Context: an optimization exercise on an open-source flow, tuned for small area. The choices shown serve that exercise and are no tape-out recipe.
Function was checked by simulation only, so behaviour that the tests miss may differ from the original.
No driver is modelled on the clock port, so clocking that relies on it looks cheaper here than on a real chip.
Power is estimated from default activity; no workload was simulated.

Setup of JK:
==> flow/design.v (excerpt) <==
module vecdot9 (
  input  logic                clk,
  input  logic                reset,
  input  logic                en,
  input  vecdot_pkg::sample_t hin,
  input  logic                hin_valid,
  input  vecdot_pkg::sample_t xin,
  input  logic                xin_valid,
  output vecdot_pkg::sample_t dout,
  output logic                dout_valid,
  output logic                sat
);
clock: 8.0 ns
lec_check: 0
abc_area: 1
cap_margin: 20
core_margin: 2
core_utilization: 60
cts_cluster_diameter: 100
cts_cluster_size: 30
gpl_timing_driven: 0
slew_margin: 20
standard.sh (not shown) runs the stock make flow with config.mk's settings and CLKGATE_MAP_FILE= SYNTH_SCRIPT=/design/flow/synth_recipe.tcl, a recipe that flattens the netlist after the stock synthesis.
==> flow/flow/run.sh <==
#!/bin/bash
# The standard layout with three changes:
#  - synthesis skips the generic ABC pass inside Yosys's synth command and maps
#    through an area-oriented ABC script (flow/abc_area.script)
#    in place of ORFS's; ORFS's other scripts are used unchanged;
#  - every port still gets its own buffer, of the smallest buffer cell;
#  - clock tree synthesis inserts no dummy loads.
set -euo pipefail
here=$(pwd)
rm -rf "$here/scripts_abc"
cp -r "$FLOW_HOME/scripts" "$here/scripts_abc"
cp "$here/flow/abc_area.script" "$here/scripts_abc/abc_area.script"
bash standard.sh SCRIPTS_DIR="$here/scripts_abc" "SYNTH_ARGS=-noabc" synth > "$here/synth.log" 2>&1
bash standard.sh \
  "BUFFER_PORTS_ARGS=-buffer_cell sky130_fd_sc_hd__buf_1" \
  "CTS_ARGS=-sink_clustering_enable -repair_clock_nets -sink_clustering_size 30 -sink_clustering_max_diameter 100 -dont_use_dummy_load" \
  finish > "$here/layout.log" 2>&1
==> flow/flow/abc_area.script <==
strash
ifraig
dc2
dch -f
amap
topo
stime -c
upsize -c
dnsize -c
## Diff of input files: MS against JK
diff --git a/flow/flow/run.sh b/flow/flow/run.sh
--- a/flow/flow/run.sh
+++ b/flow/flow/run.sh
@@ -3,2 +3 @@
-#  - synthesis skips the generic ABC pass inside Yosys's synth command and maps
-#    through an area-oriented ABC script (flow/abc_area.script)
+#  - synthesis maps through an area-oriented ABC script (flow/abc_area.script)
@@ -13 +12 @@
-bash standard.sh SCRIPTS_DIR="$here/scripts_abc" "SYNTH_ARGS=-noabc" synth > "$here/synth.log" 2>&1
+bash standard.sh SCRIPTS_DIR="$here/scripts_abc" synth > "$here/synth.log" 2>&1
==> flow/flow/abc_area.script <==
strash
&get -n
&st
&dch
&nf -R 1000
&put
topo
stime -c
upsize -c
dnsize -c
--- outcome ---
Delta (MS minus JK): fraction of area in non-clock buffers went down; adder-cell share of the synthesized area went down; area after synthesis went up; post-detailed-routing wire length went down.
The following lists how AL was set up differently from MS:
Settings: swapping 60 for 45 in CORE_UTILIZATION.
==> flow/run.sh (new file) <==
#!/bin/bash
# synth_recipe.tcl (not shown) runs the flow's synth.tcl, then flattens the netlist and writes it again
# the make line also repeats each setting of config.mk as NAME=value (left out here)
make -C /OpenROAD-flow-scripts/flow DESIGN_CONFIG=/design/flow/config.mk WORK_HOME=/design/flow/orfs CLKGATE_MAP_FILE= SYNTH_SCRIPT=/design/flow/synth_recipe.tcl finish
removed: flow/flow/run.sh
removed: flow/flow/abc_area.script
removed: flow/standard.sh
Findings:
Compared to MS, AL leaves more free space in the core.
Of MS and AL, the lower final critical-path share of the clock period belongs to AL.
Relative to MS, the area of combinational cells with multiple inputs of AL is higher by about 16%.
AL against MS: number of nets produced by synthesis increased by 916 relative to the old numbers, sequential-to-total area share from yosys stat decreased by 5.9 points relative to the old numbers, post-route minimum period decreased by 0.041 ns relative to the old numbers, transition time at the pin with the least slew margin increased by 0.0046 ns relative to the old numbers, highest attainable clock frequency increased by about 0.54% relative to the old numbers.
The critical path data required time reported for AL is greater than that of MS by 0.05 ns.
Of MS and AL, AL shows the higher global-route wire length before repair, with MS below it.
Synthesized cell count: AL higher than MS

---

Setup of maple:
Another version of the RTL of vecdot9 (not shown whole).
Size in the first run: about 470 flip-flops.
clock: 8.0 ns
lec_check: 0
abc_area: 1
cap_margin: 20
core_margin: 2
core_utilization: 60
cts_cluster_diameter: 100
cts_cluster_size: 30
gpl_timing_driven: 0
setup_slack_margin: -0.3
slew_margin: 20
==> flow/flow/run.sh <==
#!/bin/bash
# The standard layout with three changes:
#  - synthesis skips the generic ABC pass inside Yosys's synth command and maps
#    through an area-oriented ABC script (flow/abc_area.script)
#    in place of ORFS's; ORFS's other scripts are used unchanged;
#  - every port still gets its own buffer, of the smallest buffer cell;
#  - clock tree synthesis inserts no dummy loads.
set -euo pipefail
here=$(pwd)
rm -rf "$here/scripts_abc"
cp -r "$FLOW_HOME/scripts" "$here/scripts_abc"
cp "$here/flow/abc_area.script" "$here/scripts_abc/abc_area.script"
bash standard.sh SCRIPTS_DIR="$here/scripts_abc" "SYNTH_ARGS=-noabc" synth > "$here/synth.log" 2>&1
bash standard.sh \
  "BUFFER_PORTS_ARGS=-buffer_cell sky130_fd_sc_hd__buf_1" \
  "CTS_ARGS=-sink_clustering_enable -repair_clock_nets -sink_clustering_size 30 -sink_clustering_max_diameter 100 -dont_use_dummy_load" \
  finish > "$here/layout.log" 2>&1
==> flow/flow/abc_area.script <==
strash
ifraig
dc2
dch -f
amap
topo
stime -c
upsize -c
dnsize -c
Inputs modified between maple and xenon:
- swapping 60 for 70 in CORE_UTILIZATION
diff --git a/flow/flow/run.sh b/flow/flow/run.sh
--- a/flow/flow/run.sh
+++ b/flow/flow/run.sh
@@ -7 +7,3 @@
-#  - clock tree synthesis inserts no dummy loads.
+#  - clock tree synthesis inserts no dummy loads;
+#  - after global routing, gates on paths with positive slack are downsized
+#    (ORFS's RECOVER_POWER step, for all such paths).
@@ -15,0 +18 @@
+  RECOVER_POWER=100 \
### Flow results
maple reached the final stage; the timing, DRC and antenna checks on its layout passed.
No crash in xenon: every stage finished, but the layout fails its final checks due to max-capacitance violations, max-slew violations.
The fraction of area in registers reported for xenon is greater than that of maple by 1.1 points.
Non-clock buffer count: xenon and maple compared, lower one is xenon
From maple to xenon, clock-buffer cell count did not move at all.
Diff xenon and maple: internal power of the cells higher in xenon
Per the comparison of xenon with maple, global-route usage over all layers rose by 3.8 points, final core area utilization increased 9.4 points, final routed wire length divided by cell count +1.5%, routed wire length has decreased, share of the clock period used by the worst path after layout rose 0.79 points.
Delta (xenon minus maple): number of cells upsized or downsized after cts about even, power share of the clock group decreased 0.2 points.
Input-level comparison between ember and xenon:
diff --git a/flow/flow/run.sh b/flow/flow/run.sh
--- a/flow/flow/run.sh
+++ b/flow/flow/run.sh
@@ -7,3 +7 @@
-#  - clock tree synthesis inserts no dummy loads;
-#  - after global routing, gates on paths with positive slack are downsized
-#    (ORFS's RECOVER_POWER step, for all such paths).
+#  - clock tree synthesis inserts no dummy loads.
@@ -18 +15,0 @@
-  RECOVER_POWER=100 \
### Flow results
ember did not stop at any stage, and its layout met the timing, DRC and antenna checks. Compared ember vs xenon, and delay of the slowest cell on the worst path is down in ember. Compared with xenon, in ember routed wire length saw a decrease, final critical-path setup slack climbed 0.0041 ns, combinational power held steady, count of plain and timing-repair buffers held steady. [compare] base=xenon new=ember: share of the core filled with cells in the final layout increased by 1.1 points relative to the old numbers; DRC marker count from the first detailed-route iteration increased by about 13% relative to the old numbers; met3 wire length moved down.
## Diff of input files: raven against ember
diff --git a/flow/flow/run.sh b/flow/flow/run.sh
--- a/flow/flow/run.sh
+++ b/flow/flow/run.sh
@@ -2 +2 @@
-# The standard layout with three changes:
+# The standard layout with these changes:
@@ -4,2 +4,2 @@
-#    through an area-oriented ABC script (flow/abc_area.script)
-#    in place of ORFS's; ORFS's other scripts are used unchanged;
+#    through an area-oriented ABC script (flow/abc_area.script) in place of
+#    ORFS's; ORFS's other scripts are used unchanged;
@@ -7 +7,4 @@
-#  - clock tree synthesis inserts no dummy loads.
+#  - clock tree synthesis inserts no dummy loads;
+#  - after global routing, gates on paths with positive slack are downsized
+#    (ORFS's RECOVER_POWER step), and flow/pre_grt.tcl has that step repair the
+#    slew and capacitance limits again right after.
@@ -16,0 +20,2 @@
+  RECOVER_POWER=100 \
+  PRE_GLOBAL_ROUTE_TCL="$here/flow/pre_grt.tcl" \
==> flow/flow/pre_grt.tcl (new file) <==
# Power recovery downsizes gates on paths with positive slack, and may leave
# slew or capacitance violations; repair them right after, then legalize.
proc recover_power_helper { } {
  if { $::env(RECOVER_POWER) == 0 } {
    return
  }
  log_cmd repair_timing -verbose -recover_power $::env(RECOVER_POWER)
  log_cmd repair_design -verbose -cap_margin $::env(CAP_MARGIN) \
    -slew_margin $::env(SLEW_MARGIN) -match_cell_footprint
  log_cmd detailed_placement
}
### Flow results
- Taking ember as the reference point, the wire length of raven rises by 200 um.
- Taking ember as the reference, in raven largest fanout on the critical path now smaller, number of nets with antenna violations after routing comparable, number of synthesized flops with an enable pin comparable.
- Diff raven and ember: non-clock buffering overhead in the final layout higher in ember
- Re clock period minus worst slack: raven is 0.048 ns up on ember.
- When the final numbers for raven and ember were put side by side, the fmax turned out to be greater in ember.
- Between ember and raven, the worst slack on hold paths does not differ in any meaningful way.
- In the metrics for raven and ember, the one carrying the lower multi-input logic portion of the cell area is ember.
- For final total power, ember and raven come out practically identical.
- Looking at layout overhead on the synthesized area across raven and ember, the one that comes out lower is raven.
Input changes introduced in violet (baseline for comparison: raven):
diff --git a/flow/flow/run.sh b/flow/flow/run.sh
--- a/flow/flow/run.sh
+++ b/flow/flow/run.sh
@@ -8,3 +8,4 @@
-#  - after global routing, gates on paths with positive slack are downsized
-#    (ORFS's RECOVER_POWER step), and flow/pre_grt.tcl has that step repair the
-#    slew and capacitance limits again right after.
+#  - after clock tree synthesis (flow/post_cts.tcl) and after global routing
+#    (ORFS's RECOVER_POWER step), gates on paths with positive slack are
+#    downsized, and the slew and capacitance limits repaired right after
+#    (flow/pre_grt.tcl adds that repair to ORFS's step).
@@ -21,0 +23 @@
+  POST_CTS_TCL="$here/flow/post_cts.tcl" \
==> flow/flow/post_cts.tcl (new file) <==
# Downsize gates on paths with positive slack after clock tree synthesis too,
# then repair slew and capacitance limits and legalize.
if { $::env(RECOVER_POWER) != 0 } {
  log_cmd estimate_parasitics -placement
  log_cmd repair_timing -verbose -recover_power $::env(RECOVER_POWER)
  log_cmd repair_design -verbose -cap_margin $::env(CAP_MARGIN) \
    -slew_margin $::env(SLEW_MARGIN) -match_cell_footprint
  log_cmd detailed_placement
  check_placement -verbose
}
- On total power, violet does better than raven.
- The all-layer global routing usage on raven is in line with that on violet.
- Against raven, count of plain and timing-repair buffers in violet rose by a few percent.

==> static timing again, ports no longer ideal <==
How much do the figures lean on ideal ports? The routed layouts below were timed once more, with nothing changed but the port constraints. Step 1, drivers: a clkbuf_16 drives clk and a buf_2 each remaining input, both assumed. Step 2 adds t to the input delays and takes it off the output delays; t is the mean of the earliest and latest rising clock arrival at the registers after step 1. Input paths then give back, and output paths get back, about the clock's delay inside the block. Slacks: ideal / step 1 / step 2; pairs: ideal / step 1.
| run | t, ns | slack for setup (ns) | worst hold slack (ns) | latest minus earliest clock arrival (ns) | slew at the worst register clock pin (ns) |
|---|---|---|---|---|---|
| JK | 0.584 | 0.549 / 0.549 / 0.549 | 0.412 / 0.412 / 0.412 | 0.114 / 0.114 | 0.11 / 0.11 |
| MS | 0.607 | 0.415 / 0.415 / 0.415 | 0.426 / 0.426 / 0.426 | 0.063 / 0.063 | 0.11 / 0.11 |
| AL | 0.647 | 0.456 / 0.456 / 0.456 | 0.427 / 0.427 / 0.427 | 0.028 / 0.028 | 0.12 / 0.12 |
| maple | 0.603 | 0.275 / 0.275 / 0.275 | 0.429 / 0.429 / 0.429 | 0.054 / 0.055 | 0.12 / 0.12 |
| xenon | 0.584 | 0.212 / 0.212 / 0.212 | 0.412 / 0.412 / 0.412 | 0.066 / 0.066 | 0.11 / 0.11 |
| ember | 0.585 | 0.216 / 0.216 / 0.216 | 0.412 / 0.412 / 0.412 | 0.067 / 0.067 | 0.11 / 0.11 |
| raven | 0.586 | 0.168 / 0.168 / 0.168 | 0.412 / 0.412 / 0.412 | 0.069 / 0.070 | 0.11 / 0.11 |
| violet | 0.584 | 0.230 / 0.230 / 0.230 | 0.412 / 0.412 / 0.412 | 0.069 / 0.069 | 0.11 / 0.11 |
